Context: an optimization exercise on an open-source flow, tuned for small area. The choices shown serve that exercise and are no tape-out recipe. Function was checked by simulation only, so behaviour that the tests miss may differ from the original. No activity file was given, so power comes from the tool's default toggle rates.

$ cat design/flow/config.mk
export PLATFORM = sky130hd
export DESIGN_NAME = efuse_load_ctrl
export DESIGN_NICKNAME = efuse_load_ctrl
export VERILOG_FILES = /design/flow/design.v
export SDC_FILE = /design/flow/constraint.sdc
export NUM_CORES = 4
export LEC_CHECK = 0
export CAP_MARGIN = 20
export CORE_MARGIN = 2
export CORE_UTILIZATION = 30
export SLEW_MARGIN = 20
$ cat design/flow/constraint.sdc
create_clock -name core_clock -period 12.0 [get_ports {clk}]
set_input_delay 2.4000 -clock core_clock [delete_from_list [all_inputs] [get_ports {clk}]]
set_output_delay 2.4000 -clock core_clock [all_outputs]
set_load 0.01 [all_outputs]
$ cat design/flow/design.v
package efuse_ctrl_pkg;
  typedef enum logic [2:0] {
    ST_IDLE    = 3'd0,
    ST_SETUP   = 3'd1,
    ST_STROBE  = 3'd2,
    ST_CAPTURE = 3'd3,
    ST_DONE    = 3'd4
  } efuse_state_e;
  localparam int unsigned REG_CTRL     = 32'h00;
  localparam int unsigned REG_STATUS   = 32'h01;
  localparam int unsigned REG_STRB_CFG = 32'h02;
  localparam int unsigned SHADOW_BASE  = 32'h80;
  localparam int unsigned STRB_MIN = 1;
  function automatic logic [3:0] strb_sanitize(input logic [3:0] v);
    strb_sanitize = (v == 4'd0) ? 4'(STRB_MIN) : v;
  endfunction
endpackage
module efuse_apb_regs
#(
  parameter int AW        = 8,
  parameter int DW        = 8,
  parameter int STRB_DEF  = 4
) (
  input  logic                 clk_i,
  input  logic                 rstn_i,
  input  logic                 psel_i,
  input  logic                 penable_i,
  input  logic                 pwrite_i,
  input  logic [AW-1:0]        paddr_i,
  input  logic [DW-1:0]        pwdata_i,
  input  logic                 busy_i,
  input  logic                 load_done_i,
  input  logic [7:0]           sh_byte_i,
  output logic [DW-1:0]        prdata_o,
  output logic                 pslverr_o,
  output logic                 start_o,
  output logic [3:0]           strb_cfg_o
);
  localparam logic [AW-1:0] A_CTRL   = AW'(efuse_ctrl_pkg::REG_CTRL);
  localparam logic [AW-1:0] A_STATUS = AW'(efuse_ctrl_pkg::REG_STATUS);
  localparam logic [AW-1:0] A_STRB   = AW'(efuse_ctrl_pkg::REG_STRB_CFG);
  logic          access;
  logic          hit_shadow;
  logic [3:0]    strb_q, strb_d;
  assign access        = psel_i & penable_i;
  assign hit_shadow    = paddr_i[AW-1];
  assign strb_cfg_o    = strb_q;
  always_comb begin
    prdata_o  = '0;
    pslverr_o = 1'b0;
    start_o   = 1'b0;
    strb_d    = strb_q;
    if (access) begin
      if (paddr_i == A_CTRL) begin
        if (pwrite_i) start_o = pwdata_i[0] & ~busy_i;
      end else if (paddr_i == A_STATUS) begin
        if (pwrite_i) pslverr_o = 1'b1;
        else          prdata_o  = DW'({load_done_i, busy_i});
      end else if (paddr_i == A_STRB) begin
        if (pwrite_i) begin
          if (busy_i) pslverr_o = 1'b1;
          else        strb_d    = efuse_ctrl_pkg::strb_sanitize(pwdata_i[3:0]);
        end else begin
          prdata_o = DW'(strb_q);
        end
      end else if (hit_shadow) begin
        if (pwrite_i) begin
          pslverr_o = 1'b1;
        end else begin
          prdata_o  = DW'(sh_byte_i);
          pslverr_o = busy_i;
        end
      end else begin
        pslverr_o = 1'b1;
      end
    end
  end
  always_ff @(posedge clk_i or negedge rstn_i) begin
    if (!rstn_i) strb_q <= 4'(STRB_DEF);
    else         strb_q <= strb_d;
  end
endmodule
module efuse_load_ctrl
#(
  parameter  int EFUSE_BIT      = 1024,
  parameter  int APB_ADDR_WIDTH = 8,
  parameter  int APB_DATA_WIDTH = 8,
  parameter  int STRB_DEF       = 4,
  parameter  int AUTO_LOAD      = 1,
  localparam int EA_W           = $clog2(EFUSE_BIT)
) (
  input  logic                      clk,
  input  logic                      rstn,
  input  logic                      psel,
  input  logic                      penable,
  input  logic                      pwrite,
  input  logic [APB_ADDR_WIDTH-1:0] paddr,
  input  logic [APB_DATA_WIDTH-1:0] pwdata,
  output logic [APB_DATA_WIDTH-1:0] prdata,
  output logic                      pready,
  output logic                      pslverr,
  output logic                      efuse_csb,
  output logic [EA_W-1:0]           efuse_addr,
  output logic                      efuse_strobe,
  input  logic                      efuse_dout,
  output logic                      busy,
  output logic                      load_done
);
  efuse_ctrl_pkg::efuse_state_e         state_q, state_d;
  logic [EA_W-1:0]      addr_q, addr_d;
  logic [3:0]           cnt_q, cnt_d;
  logic [3:0]           slen_q, slen_d;
  logic                 busy_q, busy_d;
  logic                 done_q, done_d;
  logic                 auto_q;
  logic                 start_req;
  logic [3:0]           strb_cfg;
  logic [1023:0]        ring_q;       
  logic [7:0]           stg_q [2];    
  logic [6:0]           h_q;          
  logic                 loading;
  logic [6:0]           ncur, pidx;
  logic [3:0]           pm;           
  logic                 ins;
  logic [7:0]           ins_byte;
  logic [6:0]           rn;
  logic [6:0]           rsel;
  logic [7:0]           ring_byte;
  logic [7:0]           sh_byte;
  logic                 sh_valid;
  logic [7:0]           pmask;
  function automatic logic [6:0] slot(input logic [6:0] n, input logic [3:0] m);
    logic [3:0] prod;
    logic [6:0] d;
    prod = m * n[3:0];
    casez (m)
      4'b???1: d = {4'b0, n[6:4]};
      4'b??10: d = {3'b0, n[6:3]};
      4'b?100: d = {2'b0, n[6:2]};
      4'b1000: d = {1'b0, n[6:1]};
      default: d = n;
    endcase
    slot = {prod, 3'b000} | d;
  endfunction
  efuse_apb_regs #(
    .AW        (APB_ADDR_WIDTH),
    .DW        (APB_DATA_WIDTH),
    .STRB_DEF  (STRB_DEF)
  ) u_regs (
    .clk_i       (clk),
    .rstn_i      (rstn),
    .psel_i      (psel),
    .penable_i   (penable),
    .pwrite_i    (pwrite),
    .paddr_i     (paddr),
    .pwdata_i    (pwdata),
    .busy_i      (busy_q),
    .load_done_i (done_q),
    .sh_byte_i   (sh_byte),
    .prdata_o    (prdata),
    .pslverr_o   (pslverr),
    .start_o     (start_req),
    .strb_cfg_o  (strb_cfg)
  );
  assign pready       = 1'b1;
  assign efuse_csb    = (state_q == efuse_ctrl_pkg::ST_IDLE) || (state_q == efuse_ctrl_pkg::ST_DONE);
  assign efuse_strobe = (state_q == efuse_ctrl_pkg::ST_STROBE);
  assign efuse_addr   = addr_q;
  assign busy         = busy_q;
  assign load_done    = done_q;
  always_comb begin
    state_d  = state_q;
    addr_d   = addr_q;
    cnt_d    = cnt_q;
    slen_d   = slen_q;
    busy_d   = busy_q;
    done_d   = done_q;
    case (state_q)
      efuse_ctrl_pkg::ST_IDLE: begin
        if (start_req || auto_q) begin
          done_d   = 1'b0;
          busy_d   = 1'b1;
          addr_d   = '0;
          slen_d   = strb_cfg;
          state_d  = efuse_ctrl_pkg::ST_SETUP;
        end
      end
      efuse_ctrl_pkg::ST_SETUP: begin
        cnt_d   = '0;
        state_d = efuse_ctrl_pkg::ST_STROBE;
      end
      efuse_ctrl_pkg::ST_STROBE: begin
        if (cnt_q == slen_q - 4'd1) state_d = efuse_ctrl_pkg::ST_CAPTURE;
        else                        cnt_d   = cnt_q + 4'd1;
      end
      efuse_ctrl_pkg::ST_CAPTURE: begin
        if (addr_q == EA_W'(EFUSE_BIT - 1)) begin
          state_d = efuse_ctrl_pkg::ST_DONE;
        end else begin
          addr_d  = addr_q + EA_W'(1);
          state_d = efuse_ctrl_pkg::ST_SETUP;
        end
      end
      efuse_ctrl_pkg::ST_DONE: begin
        busy_d  = 1'b0;
        done_d  = 1'b1;
        state_d = efuse_ctrl_pkg::ST_IDLE;
      end
      default: state_d = efuse_ctrl_pkg::ST_IDLE;
    endcase
  end
  always_ff @(posedge clk or negedge rstn) begin
    if (!rstn) begin
      state_q  <= efuse_ctrl_pkg::ST_IDLE;
      addr_q   <= '0;
      cnt_q    <= '0;
      slen_q   <= 4'(STRB_DEF);
      busy_q   <= 1'b0;
      done_q   <= 1'b0;
    end else begin
      state_q  <= state_d;
      addr_q   <= addr_d;
      cnt_q    <= cnt_d;
      slen_q   <= slen_d;
      busy_q   <= busy_d;
      done_q   <= done_d;
    end
  end
  always_ff @(posedge clk or negedge rstn) begin
    if (!rstn) auto_q <= (AUTO_LOAD != 0);
    else       auto_q <= 1'b0;
  end
  assign loading = busy_q && (state_q != efuse_ctrl_pkg::ST_DONE);
  assign ncur    = addr_q[9:3];
  assign pidx    = ncur - {6'b0, loading};
  assign pm      = slen_q + 4'd2;
  always_ff @(posedge clk) begin
    if (state_q == efuse_ctrl_pkg::ST_STROBE) stg_q[ncur[0]][addr_q[2:0]] <= efuse_dout;
  end
  always_ff @(posedge clk) begin
    if ((state_q == efuse_ctrl_pkg::ST_IDLE) && (start_req || auto_q))
      h_q <= {4'd0 - (strb_cfg + 4'd2), 3'b000};
    else
      h_q <= h_q + 7'd1;
  end
  assign ins      = (h_q == slot(pidx, pm));
  assign ins_byte = stg_q[pidx[0]];
  always_ff @(posedge clk) begin
    ring_q <= {ring_q[1015:8], (ins ? ins_byte : ring_q[7:0]), ring_q[1023:1016]};
  end
  assign rn        = paddr[6:0];
  assign rsel      = h_q - slot(rn, pm);
  assign ring_byte = ring_q[8*rsel +: 8];
  assign sh_valid  = (busy_q || done_q) && (rn <= ncur);
  assign pmask     = {~loading, 7'b1111111 >> (3'd7 - addr_q[2:0])};
  always_comb begin
    if (!sh_valid)             sh_byte = '0;
    else if (rn == ncur)       sh_byte = stg_q[ncur[0]] & pmask;
    else if (rn == ncur - 7'd1) sh_byte = stg_q[~ncur[0]];
    else                       sh_byte = ring_byte;
  end
endmodule
$ cat design/flow/run.sh
#!/bin/bash
# synth_recipe.tcl (not shown) runs the flow's synth.tcl, then flattens the netlist and writes it again
# the make line also repeats each setting of config.mk as NAME=value (left out here)
make -C /OpenROAD-flow-scripts/flow DESIGN_CONFIG=/design/flow/config.mk WORK_HOME=/design/flow/orfs CLKGATE_MAP_FILE= SYNTH_SCRIPT=/design/flow/synth_recipe.tcl finish
==> results of run 1 <==
## metrics by stage
step / util / cells
after floorplan: - / 2075
after global placement: 0.321 / 3517
after detailed placement: 0.321 / 3517
after CTS: 0.352 / 3696
after global routing: 0.352 / 3698
final: 0.352 / 3698
## kinds of logic after synthesis
family	synth area share
AND/OR/NAND/NOR	0.0344
adder cells (fa/ha/maj)	0.0159
buffers and inverters	0.0208
AO/OA/AOI/OAI	0.0292
multiplexers	0.232
flip-flops	0.651
XOR/XNOR	0.0166
other	0.000224
## sequential cells by signal, indices dropped and copies added, names as in the netlist
name	count
auto_q	1
slen_q	4
cnt_q	4
addr_q	10
u_regs.strb_q	4
ring_q	1024
done_q	1
busy_q	1
state_q	3
h_q	7
stg_q	16
## layer usage
| metal | part of all wire | routed length [um] | GRT usage | up-vias |
|---|---|---|---|---|
| met5 | 0 | 0 | 0 | - |
| met4 | 0.026 | 1650 | 0.0391 | 0 |
| met3 | 0.045 | 2810 | 0.0209 | 112 |
| met2 | 0.48 | 29900 | 0.180 | 364 |
| met1 | 0.45 | 28400 | 0.146 | 8654 |
| li1 | - | - | - | 7769 |
## worst max-delay path, cell delays in order
cell and delay, ns:
clkdlybuf4s50_1 0.79, o21ai_0 0.17, a22oi_1 0.37, ha_4 0.20, inv_1 0.06, fa_4 1.20, buf_4 0.42, mux4_2 0.36
mux4_2 0.47, nor2b_1 0.15, a211oi_1 0.39, a211oi_1 0.10, a21oi_1 0.40, a211oi_1 0.24, clkdlybuf4s50_1 0.53
## worst paths after layout
check,cells after the start,slack (ns),end
max,15,1.30,prdata[5]
max in group asynchronous,2,9.53,slen_q[2]
max reg2reg,18,6.92,ring_q[15]
min reg2reg,0,0.32,ring_q[187]
min,0,0.32,ring_q[187]
min in group asynchronous,2,2.14,addr_q[0]
## placed cells by master (no fill, tap or decap), types with 13 or more instances in the layout
cell type	netlist	routed
dfxtp_1	1031	1031
nor3_1	16	16
xor2_1	16	16
clkbuf_8	0	23
nor2b_1	14	14
mux2i_1	46	46
clkbuf_1	43	18
and2_1	14	13
nand3_1	15	15
nand2_1	72	72
mux4_2	310	310
nor2_1	59	59
ha_1	41	40
inv_1	27	27
a21oi_1	31	31
a211oi_1	19	19
clkbuf_16	0	102
dfrtp_1	25	25
clkdlybuf4s50_1	0	40
buf_4	18	15
o21ai_0	29	29
mux2_2	22	22
edfxtp_1	16	16
xnor2_1	34	33
## power groups by stage
stage	clock, mW	sequential (mW)	combinational [mW]
after floorplan	0	3.66	0.179
after global placement	0	3.66	0.251
after detailed placement	0	3.66	0.253
after CTS	3.35	3.58	0.253
after global routing	3.50	3.58	0.265
final	3.27	3.58	0.246
## final cells by class
class                      count  area, sq um  area share
inverter                      29          114     0.00292
timing repair buffer          64          693      0.0178
clock buffer                 143         2940      0.0752
antenna                        2         5.00    0.000128
tap                         1488         1860      0.0477
multi-input combinational    861        11100       0.283
clock inverter                36          538      0.0138
sequential                  1075        21800       0.559
==> run_results.csv, run 1 <==
group,metric,value,unit
critical_path,path_class,"input port to output pin",
clock_network,ctsResizeCount,0,
logic_synthesis,synthTopCellsByCount,"dfxtp_1, mux4_2, nand2_1",
global_routing,grtUsageTotal,0.110,
cells_and_area,areaGrowthSynthToFinish,16.4,%
route,vias_per_cell,4.57,
logic_synthesis,syn_area,33500,sq um
place,dp_hpwl,38900,um
critical_path,cp.required,9.60,ns
clock_network,cts_buffer_depth,3,
pwr,switching_share,0.210,
sta,rsz0062_at_grt,"false",
sta,skew,0.0380,ns
sta,drv_slew,0,
clock_network,cts-buffers-inserted,99,
cells_and_area,finish.instance_area,39000,sq um
route,first_iter_violations,1217,
sta,setup_violations,0,
die,pin_count,46,
global_routing,grt_pass1_vias,18600,
pwr,pwr_density_cell,182,nW/um^2
worst_hold_path,hp-start,"ring_q[179]",
logic_synthesis,synth-edff-count,16,
die,die_h,338,um
sta,hold_ws,0.316,ns
logic_synthesis,syn-num-nets,2139,
pwr,power_frac_comb,0.035,
sta,finalCriticalPeriod,10.70,ns
pwr,p_int,5.60,mW
cells_and_area,drive_gt1_frac,0.244,
logic_synthesis,synth_ff_type,"dfxtp_1",
critical_path,cp.arrival,8.30,ns
clock_network,cts_setup_buffers,0,
pwr,netSwitchingPower,1.49,mW
logic_synthesis,synth_seq_cells,1075,
pwr,ir_drop,0.119,mV
sta,post-route-period-util,0.892,
sta,tightest_slew,0.902,ns
status,outcome,"no timing/DRC/antenna violations",
cells_and_area,finish.net_count,2194,
logic_synthesis,synthArstFlopShare,0.0260,
sta,setup_ws,1.30,ns
logic_synthesis,seq_area_frac_synth,0.651,
die,core,111000,sq um
place,placed_area,35600,sq um
cells_and_area,fill_cells,10500,
logic_synthesis,synth_top_area_frac,0.615,
flow_run,max_cap_violations,0,
clock_network,hold_buffers,0,
pwr,p_clk_frac,0.461,
logic_synthesis,yosys_warnings,2,
place,post-place-ws,1.25,ns
route,remaining_drc_errors,0,
logic_synthesis,yosys-top-cells-area,"dfxtp_1, mux4_2, dfrtp_1, ha_1, edfxtp_1",
clock_network,clk_pin_slew,0.06,ns
clock_network,worstSkewPairLatency,0.66,ns
route,ant_nets,0,
sta,fin_setup_tns,0,ns
logic_synthesis,yosysMostFrequentCell,"dfxtp_1",
critical_path,rr_startpoint,"state_q[0]",
global_routing,grt_max_degree,95,
logic_synthesis,yosys.area.top_type,"dfxtp_1",
pwr,p_seq_frac,0.505,
logic_synthesis,synth_cell_types,78,
sta,fmax,0.0934,GHz
global_routing,grt_pass1_wl,103000,um
sta,relSlewSlack,0.399,
place,port_buffers,40,
route,finalWirelength,62800,um
route,dr_total_vias,16900,
die,rows,122,
clock_network,clock-sinks,1075,
critical_path,cp_max_fo,29,
clock_network,cts-root-buf,"clkbuf_16",
route,wl_per_cell,17.0,um
die,dieWidth,338,um
critical_path,start_kind,"input port",
global_routing,grt-ovfl-total,0,
sta,hold_viol,0,
pwr,leakage,14.6,nW
die,dieArea,114000,sq um
clock_network,tritoncts,"done",
logic_synthesis,syn_inst,2075,
clock_network,h-tree-depth,3,
die,initial_utilization,0.303,
logic_synthesis,syn_area_per_cell,16.2,sq um
worst_hold_path,holdCritPathClass,"register to register",
place,gp_congestion,0.806,
pwr,total_power,7.09,mW
global_routing,antenna_found_initial,2,
critical_path,startpoint,"paddr[1]",
route,firstDrtPassIters,7,
critical_path,cp-end-kind,"output pin",
==> run 2, diff against run 1 <==
--- a/design/flow/config.mk
+++ b/design/flow/config.mk
@@ -8,4 +8,5 @@
 export CAP_MARGIN = 20
 export CORE_MARGIN = 2
 export CORE_UTILIZATION = 30
+export CTS_BUF_LIST = sky130_fd_sc_hd__clkbuf_4
 export SLEW_MARGIN = 20
==> run_results.csv, run 2 <==
group,metric,value,unit
status,outcome,"no timing/DRC/antenna violations",
pwr,ir_drop,0.0816,mV
clock_network,h-tree-depth,4,
sta,rsz0062_at_grt,"false",
logic_synthesis,yosysMostFrequentCell,"dfxtp_1",
logic_synthesis,synth_cell_types,78,
die,core,111000,sq um
logic_synthesis,yosys-top-cells-area,"dfxtp_1, mux4_2, dfrtp_1, ha_1, edfxtp_1",
global_routing,grt_max_degree,95,
cells_and_area,finish.net_count,2336,
clock_network,cts_buffer_depth,3,
die,rows,122,
sta,fmax,0.0934,GHz
critical_path,cp-end-kind,"output pin",
cells_and_area,final_cell_mix,"dfxtp_1, clkbuf_4, mux4_2, nand2_1, nor2_1",
place,placed_area,35600,sq um
cells_and_area,drive_gt1_frac,0.310,
die,pin_count,46,
critical_path,reg2regPathDepth,18,
place,dp_hpwl,38900,um
critical_path,cp_num_buf_inv,4,
logic_synthesis,synthTopCellsByCount,"dfxtp_1, mux4_2, nand2_1",
clock_network,clock-sinks,1075,
clock_network,cts-buffers-inserted,241,
pwr,leakage,14.8,nW
clock_network,hold_buffers,0,
logic_synthesis,syn-num-nets,2139,
route,vias_per_cell,4.51,
critical_path,cpMostUsedCell,"a211oi_1",
sta,setup_violations,0,
place,port_buffers,40,
logic_synthesis,yosys_warnings,2,
flow_run,max_cap_violations,0,
die,dieWidth,338,um
sta,fin_setup_tns,0,ns
place,gp_congestion,0.806,
logic_synthesis,synth_top_area_frac,0.615,
sta,hold_viol,0,
clock_network,tritoncts,"done",
cells_and_area,finish.instance_area,38700,sq um
die,dieArea,114000,sq um
worst_hold_path,holdCritPathClass,"register to register",
critical_path,slowest_stage,"fa_4",
cells_and_area,final_common_cell,"dfxtp_1",
logic_synthesis,syn_inst,2075,
critical_path,cp.required,9.60,ns
pwr,p_clk_frac,0.425,
worst_hold_path,hp-start,"ring_q[526]",
pwr,power_frac_comb,0.037,
clock_network,ctsResizeCount,0,
route,wl_per_cell,16.3,um
critical_path,r2r_slack,6.89,ns
logic_synthesis,seq_area_frac_synth,0.651,
sta,skew,0.0657,ns
route,firstDrtPassIters,5,
cells_and_area,areaGrowthSynthToFinish,15.5,%
pwr,p_int,5.11,mW
sta,post-route-period-util,0.892,
global_routing,grt-ovfl-total,0,
route,remaining_drc_errors,0,
global_routing,grtUsageTotal,0.114,
clock_network,clk_pin_slew,0.07,ns
logic_synthesis,synthArstFlopShare,0.0260,
sta,relSlewSlack,0.403,
critical_path,rr_endpoint,"ring_q[8]",
pwr,pwr_density_cell,172,nW/um^2
critical_path,rr_startpoint,"state_q[0]",
global_routing,grt_pass1_wl,106000,um
sta,drv_slew,0,
route,dr_total_vias,17800,
worst_hold_path,hold_depth,0,
critical_path,worstPathCellList,"clkdlybuf4s50_1 -> o21ai_0 -> a22oi_1 -> ha_4 -> inv_1 -> fa_4 -> buf_4 -> mux4_2 -> mux4_2 -> nor2b_1 -> a211oi_1 -> a211oi_1 -> a21oi_1 -> a211oi_1 -> clkdlybuf4s50_1",
clock_network,cts-root-buf,"clkbuf_4",
route,first_iter_violations,1089,
worst_hold_path,min_to,"ring_q[534]",
logic_synthesis,syn_area,33500,sq um
global_routing,grt_pass1_vias,20000,
cells_and_area,regMostFlops,"ring_q",
pwr,netSwitchingPower,1.54,mW
logic_synthesis,synth_ff_type,"dfxtp_1",
critical_path,cp.arrival,8.31,ns
clock_network,worstSkewPairLatency,1.13,ns
sta,tightest_slew,0.893,ns
logic_synthesis,syn_area_per_cell,16.2,sq um
critical_path,slowest_delay,1.20,ns
route,finalWirelength,64400,um
global_routing,antenna_found_initial,5,
die,die_h,338,um
sta,hold_ws,0.288,ns
route,ant_nets,0,
critical_path,path_class,"input port to output pin",
die,initial_utilization,0.303,
cells_and_area,largest_reg_flops,1024,
pwr,switching_share,0.231,
pwr,p_seq_frac,0.538,
sta,finalCriticalPeriod,10.71,ns
critical_path,cp_top_family,"buffers and inverters",
logic_synthesis,synth-edff-count,16,
critical_path,start_kind,"input port",
logic_synthesis,synth_seq_cells,1075,
logic_synthesis,yosys.area.top_type,"dfxtp_1",
critical_path,cp_max_fo,29,
clock_network,cts_setup_buffers,0,
==> run 2: cell count changes in the layout (fill, tap and decap cells not counted), sizes merged <==
cell      delta
bufinv       -8
inv          +4
diode        +7
clkinv      +40
clkinvlp     -3
clkbuf     +219
==> run 2: cell families after synthesis <==
| group | after synthesis | synth area share |
|---|---|---|
| flops | 1075 | 0.651 |
| xor+xnor | 56 | 0.0166 |
| fa+ha+maj | 42 | 0.0159 |
| buf+inv | 139 | 0.0208 |
| compound gates | 143 | 0.0292 |
| other cells | 2 | 0.000224 |
| mux | 383 | 0.232 |
| simple gates | 235 | 0.0344 |
==> run 2: cell type report <==
class	instances	area (sq um)
fill	10700	72100
sequential	1075	21800
multi-input combinational	861	11100
clock buffer	362	2720
tap	1488	1860
timing repair buffer	64	693
clock inverter	69	432
inverter	29	114
antenna	9	22.5
==> run 2: worst reg2reg max path: stages (launching register included) <==
cell	delay [ns]
dfrtp_1	0.46
nor2_1	0.13
a21boi_0	0.49
ha_1	0.27
ha_1	0.20
xor2_1	0.47
and2_1	0.21
ha_1	0.23
ha_1	0.28
ha_1	0.19
xnor2_1	0.17
xnor2_1	0.15
xnor2_1	0.16
xnor2_1	0.11
xor2_1	0.18
a21oi_1	0.21
xor2_1	0.26
nand4_4	0.37
mux2_4	0.41
==> run 2: routing by layer <==
| metal | global-route usage | part of all wire | up-vias |
|---|---|---|---|
| met1 | 0.143 | 0.45 | 9065 |
| met4 | 0.0508 | 0.025 | 2 |
| met3 | 0.0307 | 0.044 | 120 |
| met2 | 0.184 | 0.49 | 446 |
| met5 | 0 | 0.00031 | - |
| li1 | - | - | 8214 |
==> run 2: how the worst max path moves through the flow <==
stage,start,endpoint,slack (ns),cells after the start
floorplan,paddr[1],prdata[7],3.63,15
global placement,paddr[1],prdata[5],1.31,15
detailed placement,paddr[1],prdata[5],1.25,15
CTS,paddr[1],prdata[5],1.23,15
global route,paddr[1],prdata[4],1.03,17
finish,paddr[1],prdata[5],1.29,15
==> run 2: stage by stage <==
stage | instances | worst slack, ns | power [mW] | util
final | 3957 | 1.29 | 6.65 | 0.349
after floorplan | 2075 | 3.63 | 3.84 | -
after global routing | 3957 | 1.03 | 6.96 | 0.349
after global placement | 3517 | 1.31 | 3.91 | 0.321
after detailed placement | 3517 | 1.25 | 3.91 | 0.321
after CTS | 3948 | 1.23 | 6.76 | 0.349
==> run 2: power groups by stage <==
stage          combinational [mW]  sequential [mW]  clock (mW)
2_1_floorplan               0.179             3.66           0
3_3_place_gp                0.251             3.66           0
3_5_place_dp                0.253             3.66           0
4_1_cts                     0.253             3.58        2.94
5_1_grt                     0.265             3.57        3.12
6_report                    0.246             3.58        2.83
==> run 3, diff against run 2 <==
--- a/design/flow/config.mk
+++ b/design/flow/config.mk
@@ -7,6 +7,8 @@
 export LEC_CHECK = 0
 export CAP_MARGIN = 20
 export CORE_MARGIN = 2
-export CORE_UTILIZATION = 30
-export CTS_BUF_LIST = sky130_fd_sc_hd__clkbuf_4
+export CORE_UTILIZATION = 55
+export CTS_BUF_LIST = sky130_fd_sc_hd__clkbuf_8
+export CTS_CLUSTER_SIZE = 30
+export PLACE_DENSITY = 0.7
 export SLEW_MARGIN = 20
==> run_results.csv, run 3 <==
group,metric,value,unit
logic_synthesis,syn_inst,2075,
die,dieWidth,251,um
critical_path,cp.required,9.60,ns
route,dr_total_vias,17000,
clock_network,worstSkewPairLatency,0.79,ns
critical_path,start_kind,"input port",
critical_path,cp_top_family,"buffers and inverters",
cells_and_area,drive_gt1_frac,0.265,
clock_network,h-tree-depth,4,
sta,hold_viol,0,
critical_path,path_class,"input port to output pin",
cells_and_area,final_cell_mix,"dfxtp_1, mux4_2, clkbuf_8, nand2_1, inv_1",
clock_network,cts_setup_buffers,0,
pwr,leakage,14.7,nW
sta,post-route-period-util,0.887,
sta,fmax,0.0939,GHz
route,firstDrtPassIters,5,
logic_synthesis,syn_area,33500,sq um
route,ant_nets,0,
clock_network,clk_pin_slew,0.06,ns
route,remaining_drc_errors,0,
critical_path,worstPathCellList,"clkdlybuf4s50_1 -> nor2b_1 -> ha_1 -> ha_1 -> ha_1 -> a21oi_1 -> ha_1 -> nor3b_1 -> a31oi_1 -> o21ai_0 -> a211oi_4 -> buf_4 -> buf_4 -> a211oi_1 -> a21oi_1 -> mux2i_1 -> a211oi_1 -> clkdlybuf4s50_1",
sta,setup_ws,1.35,ns
place,port_buffers,40,
critical_path,cp_num_buf_inv,4,
logic_synthesis,yosys_warnings,2,
global_routing,grtUsageTotal,0.197,
die,pin_count,46,
status,outcome,"no timing/DRC/antenna violations",
place,gp_congestion,0.876,
sta,hold_ws,0.328,ns
logic_synthesis,synthTopCellsByCount,"dfxtp_1, mux4_2, nand2_1",
sta,setup_violations,0,
logic_synthesis,syn_area_per_cell,16.2,sq um
sta,tightest_slew,0.910,ns
die,rows,90,
clock_network,ctsResizeCount,0,
cells_and_area,utilization,0.628,
logic_synthesis,synth-edff-count,16,
logic_synthesis,syn-num-nets,2139,
sta,drv_slew,0,
die,die_h,251,um
pwr,total_power,6.72,mW
route,first_iter_violations,1029,
clock_network,cts_buffer_depth,3,
logic_synthesis,yosysMostFrequentCell,"dfxtp_1",
logic_synthesis,synthArstFlopShare,0.0260,
place,dpl.cell_count,2815,
critical_path,slowest_stage,"clkdlybuf4s50_1",
logic_synthesis,seq_area_frac_synth,0.651,
cells_and_area,finish.instance_area,37900,sq um
clock_network,clock-sinks,1075,
flow_run,max_cap_violations,0,
route,vias_per_cell,5.51,
logic_synthesis,yosys-top-cells-area,"dfxtp_1, mux4_2, dfrtp_1, ha_1, edfxtp_1",
cells_and_area,regMostFlops,"ring_q",
critical_path,slowest_delay,0.67,ns
cells_and_area,largest_reg_flops,1024,
critical_path,cpMostUsedCell,"ha_1",
clock_network,cts-root-buf,"clkbuf_8",
logic_synthesis,synth_cell_types,78,
global_routing,grt_pass1_wl,98100,um
die,core,60400,sq um
pwr,ir_drop,0.102,mV
die,initial_utilization,0.556,
critical_path,cp.arrival,8.25,ns
place,post-place-ws,1.39,ns
cells_and_area,finish.net_count,2259,
critical_path,cp_max_fo,22,
pwr,pwr_density_cell,177,nW/um^2
logic_synthesis,synth_top_area_frac,0.615,
logic_synthesis,yosys.area.top_type,"dfxtp_1",
logic_synthesis,synth_ff_type,"dfxtp_1",
clock_network,cts-buffers-inserted,160,
die,dieArea,63000,sq um
place,dp_hpwl,35700,um
sta,fin_setup_tns,0,ns
global_routing,grt-ovfl-total,0,
logic_synthesis,synth_seq_cells,1075,
clock_network,tritoncts,"done",
cells_and_area,final_common_cell,"dfxtp_1",
critical_path,cp-end-kind,"output pin",
route,finalWirelength,59400,um
route,wl_per_cell,19.2,um
sta,rsz0062_at_grt,"false",
place,placed_area,34700,sq um
clock_network,hold_buffers,0,
global_routing,grt_pass1_vias,18300,
cells_and_area,areaGrowthSynthToFinish,13.1,%
global_routing,antenna_found_initial,1,
sta,relSlewSlack,0.392,
global_routing,grt_max_degree,73,
sta,skew,0.0303,ns
cells_and_area,post_layout_nonfiller_instances,3088,
sta,finalCriticalPeriod,10.65,ns
worst_hold_path,holdCritPathClass,"register to register",
## run 3: area by class of cell
class	instances	area [sq um]
Antenna cell	1	2.50
Clock buffer	205	2820
Clock inverter	67	382
Fill cell	4291	22400
Inverter	29	114
Multi-Input combinational cell	861	11100
Sequential cell	1075	21800
Tap cell	782	978
Timing Repair Buffer	68	736
## run 3: final timing paths
kind,startpoint,endpoint,slack [ns],cells after the start
worst max-delay path,paddr[1],prdata[4],1.35,18
worst min-delay path,ring_q[922],ring_q[930],0.33,0
worst max register to register,state_q[0],ring_q[8],6.90,18
worst min register to register,ring_q[922],ring_q[930],0.33,0
max in group asynchronous,rstn,u_regs.strb_q[2],9.68,2
min in group asynchronous,rstn,cnt_q[2],2.01,2
## run 3: kinds of logic after synthesis
| kind of cell | count (synthesis) | synth area share |
|---|---|---|
| AOI/OAI and AO/OA | 143 | 0.0292 |
| xor gates and xnor gates | 56 | 0.0166 |
| adders and majority gates | 42 | 0.0159 |
| buffers and inverters | 139 | 0.0208 |
| DFF | 1075 | 0.651 |
| muxes | 383 | 0.232 |
| other | 2 | 0.000224 |
| and+or+nand+nor | 235 | 0.0344 |
## run 3: power by group
| group | internal (mW) | switching [mW] | leakage (nW) | total (mW) |
|---|---|---|---|---|
| sequential | 3.58 | 0.000734 | 8.79 | 3.58 |
| combinational | 0.100 | 0.146 | 4.14 | 0.246 |
| clock | 1.56 | 1.33 | 1.81 | 2.89 |
## run 3: routing by layer
layer	share of wire	vias to the layer above	global-route usage
met5	0	-	0
met4	0.025	0	0.0799
met3	0.046	118	0.0489
met2	0.46	372	0.298
met1	0.47	8614	0.274
li1	-	7909	-

## separate check: timing with driven ports
Ports are ideal in the flow. The routed layouts listed here were re-timed in OpenROAD. Step 1: set_driving_cell puts a clkbuf_16 on clk and a buf_2 on each other input, an assumption about the parent block. Step 2 also shifts input and output timing later by t, the mid clock arrival at the registers, as if the neighbouring blocks saw the same clock. Three values: ideal ports, drivers, drivers and shift; two values: the first two.
run	t, ns	setup slack, ns	worst data-port slew with drivers (ns)
run 1	0.708	1.297 / 1.255 / 1.255	0.10
run 2	1.132	1.291 / 1.248 / 1.248	0.08
run 3	0.829	1.355 / 1.331 / 1.331	0.04
After both steps every run listed still meets setup and hold. For run 2, which loses most, drivers alone change the setup slack by -0.043 ns; drivers and shift together by -0.043 ns.
